Background: an optimization exercise with open tools, aiming at small area. Do not read the settings as production practice.
Only simulation tests tie the RTL to the original design; equivalence was not proved.
Power and IR drop assume default switching activity.

Design act_quant_unit, start of the top module:
module act_quant_unit
#(
    parameter int DATA_WIDTH  = 16,
    parameter int ACC_WIDTH   = 32,
    parameter int MATRIX_SIZE = 8,
    parameter int SHIFT_WIDTH = 5
) (
    input  logic                              clk,
    input  logic                              rst_n,
    input  logic                              clear,
    input  logic [MATRIX_SIZE*ACC_WIDTH-1:0]  in_data,
    input  logic                              in_valid,
    input  logic [1:0]                        act_mode,
    input  logic [SHIFT_WIDTH-1:0]            shift,
    input  logic [DATA_WIDTH-1:0]             clip_max,
    output logic [MATRIX_SIZE*DATA_WIDTH-1:0] act_output_data,
    output logic                              act_output_valid,
    output logic [MATRIX_SIZE-1:0]            sat_mask,
    output logic [SAT_CNT_WIDTH-1:0]          sat_count
);
    localparam int DW = DATA_WIDTH;
    logic [3:0] mode_oh;
    assign mode_oh = 4'b0001 << act_mode;
    logic [MATRIX_SIZE*DW-1:0] yp_d, yp_q;
    logic [MATRIX_SIZE-1:0]    inc_d, inc_q, sat_d, sat_q;
    logic                      clamp_q;
    logic [DW-2:0]             k_q;
    act_stage1 u_stage1 (
        .x_i    (in_data),
        .shift_i(shift),
        .mode_i (mode_oh),
        .yp_o   (yp_d),
        .inc_o  (inc_d),
        .sat_o  (sat_d)
    );
    always_ff @(posedge clk) begin
        yp_q    <= yp_d;
        inc_q   <= inc_d;
        sat_q   <= sat_d;
        clamp_q <= act_mode == ACT_CLAMP;
        k_q     <= clip_max[DW-1] ? '0 : clip_max[DW-2:0];
    end
    logic v1_q, v2_q, dlv;
    logic [MATRIX_SIZE*DW-1:0] y2, out_q;
    logic [MATRIX_SIZE-1:0]    gt2, mask_q;
    logic [SAT_CNT_WIDTH-1:0]  cnt_q;
    for (genvar k = 0; k < MATRIX_SIZE; k++) begin : g_lane2
        act_lane2 u_lane2 (
            .yp_i   (yp_q[k*DW +: DW]),
            .inc_i  (inc_q[k]),
            .clamp_i(clamp_q),
            .k_i    (k_q),
            .y_o    (y2[k*DW +: DW]),
            .gt_o   (gt2[k])
        );
    end
    assign dlv = v1_q & ~clear;
    logic [SAT_CNT_WIDTH-1:0] cnt_nx;
    logic [SAT_CNT_WIDTH:0] cc;
  ...
For scale: roughly 3100 cells after synthesis, about 440 I/O pins, ~24000 um^2 of cells after synthesis.
export LEC_CHECK = 0
export ABC_AREA = 1
export CAP_MARGIN = 20
export CORE_MARGIN = 2
export CORE_UTILIZATION = 45
export SLEW_MARGIN = 20
create_clock -name core_clock -period 7.0 [get_ports {clk}]
standard.sh (not shown) runs the stock make flow with config.mk's settings and CLKGATE_MAP_FILE= SYNTH_SCRIPT=/design/flow/synth_recipe.tcl, a recipe that flattens the netlist after the stock synthesis.
==> flow/flow/run.sh <==
#!/bin/bash
# Own layout flow: the standard flow with two changes.
#  1. Synthesis maps the logic with an area-oriented ABC script (flow/abc_area.script,
#     used through ABC_AREA=1); everything else in synthesis, including the registers,
#     is the standard synthesis.
#  2. Port buffers are sky130_fd_sc_hd__buf_1 instead of the resizer's default choice.
#  3. Clock tree synthesis builds from clkbuf_4/clkbuf_8 and adds no dummy loads.
# Each tool's full output stays in orfs/logs/; make's output goes to flow_make.log.
set -euo pipefail
W=$PWD
rm -rf "$W/scripts_mod"
cp -r "$FLOW_HOME/scripts" "$W/scripts_mod"
cp "$W/flow/abc_area.script" "$W/scripts_mod/abc_area.script"
export SCRIPTS_DIR="$W/scripts_mod"
export BUFFER_PORTS_ARGS="-buffer_cell sky130_fd_sc_hd__buf_1"
export CTS_ARGS="-sink_clustering_enable -repair_clock_nets -buf_list {sky130_fd_sc_hd__clkbuf_4 sky130_fd_sc_hd__clkbuf_8} -dont_use_dummy_load"
bash "$W/standard.sh" finish > "$W/flow_make.log" 2>&1 || { tail -40 "$W/flow_make.log"; exit 1; }
tail -5 "$W/flow_make.log"
==> flow/flow/abc_area.script <==
&get -n
&st
&deepsyn -T 300
&dch -f
&nf -R 1000 -p
&put
The baseline completed without violations.
Rerun with:
--- a/flow/flow/run.sh
+++ b/flow/flow/run.sh
@@ -7 +7 @@
-#  3. Clock tree synthesis builds from clkbuf_4/clkbuf_8 and adds no dummy loads.
+#  3. Clock tree synthesis builds from clkbuf_4/clkbuf_8, clusters up to 12 sinks and adds no dummy loads.
@@ -16 +16 @@
-export CTS_ARGS="-sink_clustering_enable -repair_clock_nets -buf_list {sky130_fd_sc_hd__clkbuf_4 sky130_fd_sc_hd__clkbuf_8} -dont_use_dummy_load"
+export CTS_ARGS="-sink_clustering_enable -sink_clustering_size 12 -sink_clustering_max_diameter 40 -repair_clock_nets -buf_list {sky130_fd_sc_hd__clkbuf_4 sky130_fd_sc_hd__clkbuf_8} -dont_use_dummy_load"
CAP_MARGIN = 10   (was 20)
SLEW_MARGIN = 10   (was 20)
Wire length barely changes.
Maximum frequency went down by 1.5%.
Setup slack gets worse by 96 ps.
Synthesized area stays flat.
Global-route usage went down by 0.12 points.
Clock power went down by about 10%.
Rerun with:
--- a/flow/flow/run.sh
+++ b/flow/flow/run.sh
@@ -7 +7 @@
-#  3. Clock tree synthesis builds from clkbuf_4/clkbuf_8, clusters up to 12 sinks and adds no dummy loads.
+#  3. Clock tree synthesis builds from clkbuf_4/clkbuf_8 and adds no dummy loads.
@@ -16 +16 @@
-export CTS_ARGS="-sink_clustering_enable -sink_clustering_size 12 -sink_clustering_max_diameter 40 -repair_clock_nets -buf_list {sky130_fd_sc_hd__clkbuf_4 sky130_fd_sc_hd__clkbuf_8} -dont_use_dummy_load"
+export CTS_ARGS="-sink_clustering_enable -repair_clock_nets -buf_list {sky130_fd_sc_hd__clkbuf_4 sky130_fd_sc_hd__clkbuf_8} -dont_use_dummy_load"
Clock power increases by about 10%.
Design area grows by 0.46%.
Final cell count is about the same.
Via count rises by 0.58%.
Area after synthesis stays the same.
Total power rose by 2.7%.
Sequential cell count stays the same.
Routed wire length stays flat.

========
act_quant_unit, a different RTL version from the one above (not shown whole).
Size: ~3400 cells after synthesis, about 310 flip-flops, roughly 440 I/O pins.
export LEC_CHECK = 0
export ABC_AREA = 1
export CAP_MARGIN = 20
export CORE_MARGIN = 2
export CORE_UTILIZATION = 55
export SLEW_MARGIN = 20
create_clock -name core_clock -period 7.0 [get_ports {clk}]
==> flow/flow/run.sh <==
#!/bin/bash
# Own layout flow: the standard flow with two changes.
#  1. Synthesis maps the logic with an area-oriented ABC script (flow/abc_area.script,
#     used through ABC_AREA=1); everything else in synthesis, including the registers,
#     is the standard synthesis.
#  2. Port buffers are sky130_fd_sc_hd__buf_1 instead of the resizer's default choice.
# Each tool's full output stays in orfs/logs/; make's output goes to flow_make.log.
set -euo pipefail
W=$PWD
rm -rf "$W/scripts_mod"
cp -r "$FLOW_HOME/scripts" "$W/scripts_mod"
cp "$W/flow/abc_area.script" "$W/scripts_mod/abc_area.script"
export SCRIPTS_DIR="$W/scripts_mod"
export BUFFER_PORTS_ARGS="-buffer_cell sky130_fd_sc_hd__buf_1"
bash "$W/standard.sh" finish > "$W/flow_make.log" 2>&1 || { tail -40 "$W/flow_make.log"; exit 1; }
tail -5 "$W/flow_make.log"
==> flow/flow/abc_area.script <==
&get -n
&st
&dch -f
&nf -R 1000
&st
&dch -f
&nf -R 1000
&put
==> next run, changes <==
--- a/flow/flow/run.sh
+++ b/flow/flow/run.sh
@@ -5,4 +5,5 @@
 #     is the standard synthesis.
 #  2. Port buffers are sky130_fd_sc_hd__buf_1 instead of the resizer's default choice.
+#  3. Clock tree synthesis builds from clkbuf_4/clkbuf_8 and adds no dummy loads.
 # Each tool's full output stays in orfs/logs/; make's output goes to flow_make.log.
 set -euo pipefail
@@ -13,4 +14,5 @@
 export SCRIPTS_DIR="$W/scripts_mod"
 export BUFFER_PORTS_ARGS="-buffer_cell sky130_fd_sc_hd__buf_1"
+export CTS_ARGS="-sink_clustering_enable -repair_clock_nets -buf_list {sky130_fd_sc_hd__clkbuf_4 sky130_fd_sc_hd__clkbuf_8} -dont_use_dummy_load"
 bash "$W/standard.sh" finish > "$W/flow_make.log" 2>&1 || { tail -40 "$W/flow_make.log"; exit 1; }
 tail -5 "$W/flow_make.log"
==> flow/flow/abc_area.script (replaced) <==
&get -n
&st
&deepsyn -T 120
&dch -f
&nf -R 1000 -p
&put
Result:
- sequential share of layout area grows by 1.6 points
- hold slack got worse by 7.9 ps
- sequential power shrinks by 8.5%
- critical path depth shrinks by 2
- worst setup slack got worse by 260 ps
- synthesized area shrinks by about 6%
- design area shrinks by 6.6%
- via count shrinks by 3.7%
- global-route usage grows by 4.4 points
- routed wire length grows by about 2.6%
==> next run, changes <==
==> flow/run.sh (new file) <==
#!/bin/bash
# synth_recipe.tcl (not shown) runs the flow's synth.tcl, then flattens the netlist and writes it again
# the make line also repeats each setting of config.mk as NAME=value (left out here)
make -C /OpenROAD-flow-scripts/flow DESIGN_CONFIG=/design/flow/config.mk WORK_HOME=/design/flow/orfs CLKGATE_MAP_FILE= SYNTH_SCRIPT=/design/flow/synth_recipe.tcl finish
removed: flow/flow/run.sh
removed: flow/flow/abc_area.script
removed: flow/standard.sh
What happened: Fmax grows by about 12%. Clock power goes up by 31%. Via count came out higher by about 20%.

## what the ideal ports hide
No port has a modelled driver above. Below, the same layouts with a new extraction and two added sets of constraints.
Step 1 (the two cells are an assumption about what drives the block):
set clk [get_ports {clk}]
set_driving_cell -lib_cell sky130_fd_sc_hd__clkbuf_16 $clk
set_driving_cell -lib_cell sky130_fd_sc_hd__buf_2 [delete_from_list [all_inputs] $clk]
Step 2 times the ports against the registers' clock, not the clock port: input delays grow and output delays shrink by t, the midpoint of the rising clock arrivals with the driver on.
a / b / c = no drivers / after step 1 / after step 2; a / b = the first two.
run	shift t [ns]	setup slack, ns	latest minus earliest clock arrival (ns)	cell pins on the clock port's net
the first run of note 1	0.613	0.803 / 0.827 / 0.213	0.046 / 0.045	1
the second run of note 1	0.587	0.706 / 0.728 / 0.141	0.031 / 0.032	1
the third run of note 1	0.601	0.736 / 0.761 / 0.160	0.036 / 0.036	1
the first run of note 2	0.611	0.819 / 0.849 / 0.238	0.016 / 0.016	1
the second run of note 2	0.597	0.560 / 0.581 / -0.016	0.037 / 0.037	1
the third run of note 2	0.605	1.267 / 1.284 / 0.679	0.017 / 0.017	1
With both steps, setup timing fails in the second run of note 2, where it was met with ideal ports. For the first run of note 1, which loses most, drivers alone change the setup slack by +0.024 ns; drivers and shift together by -0.590 ns.
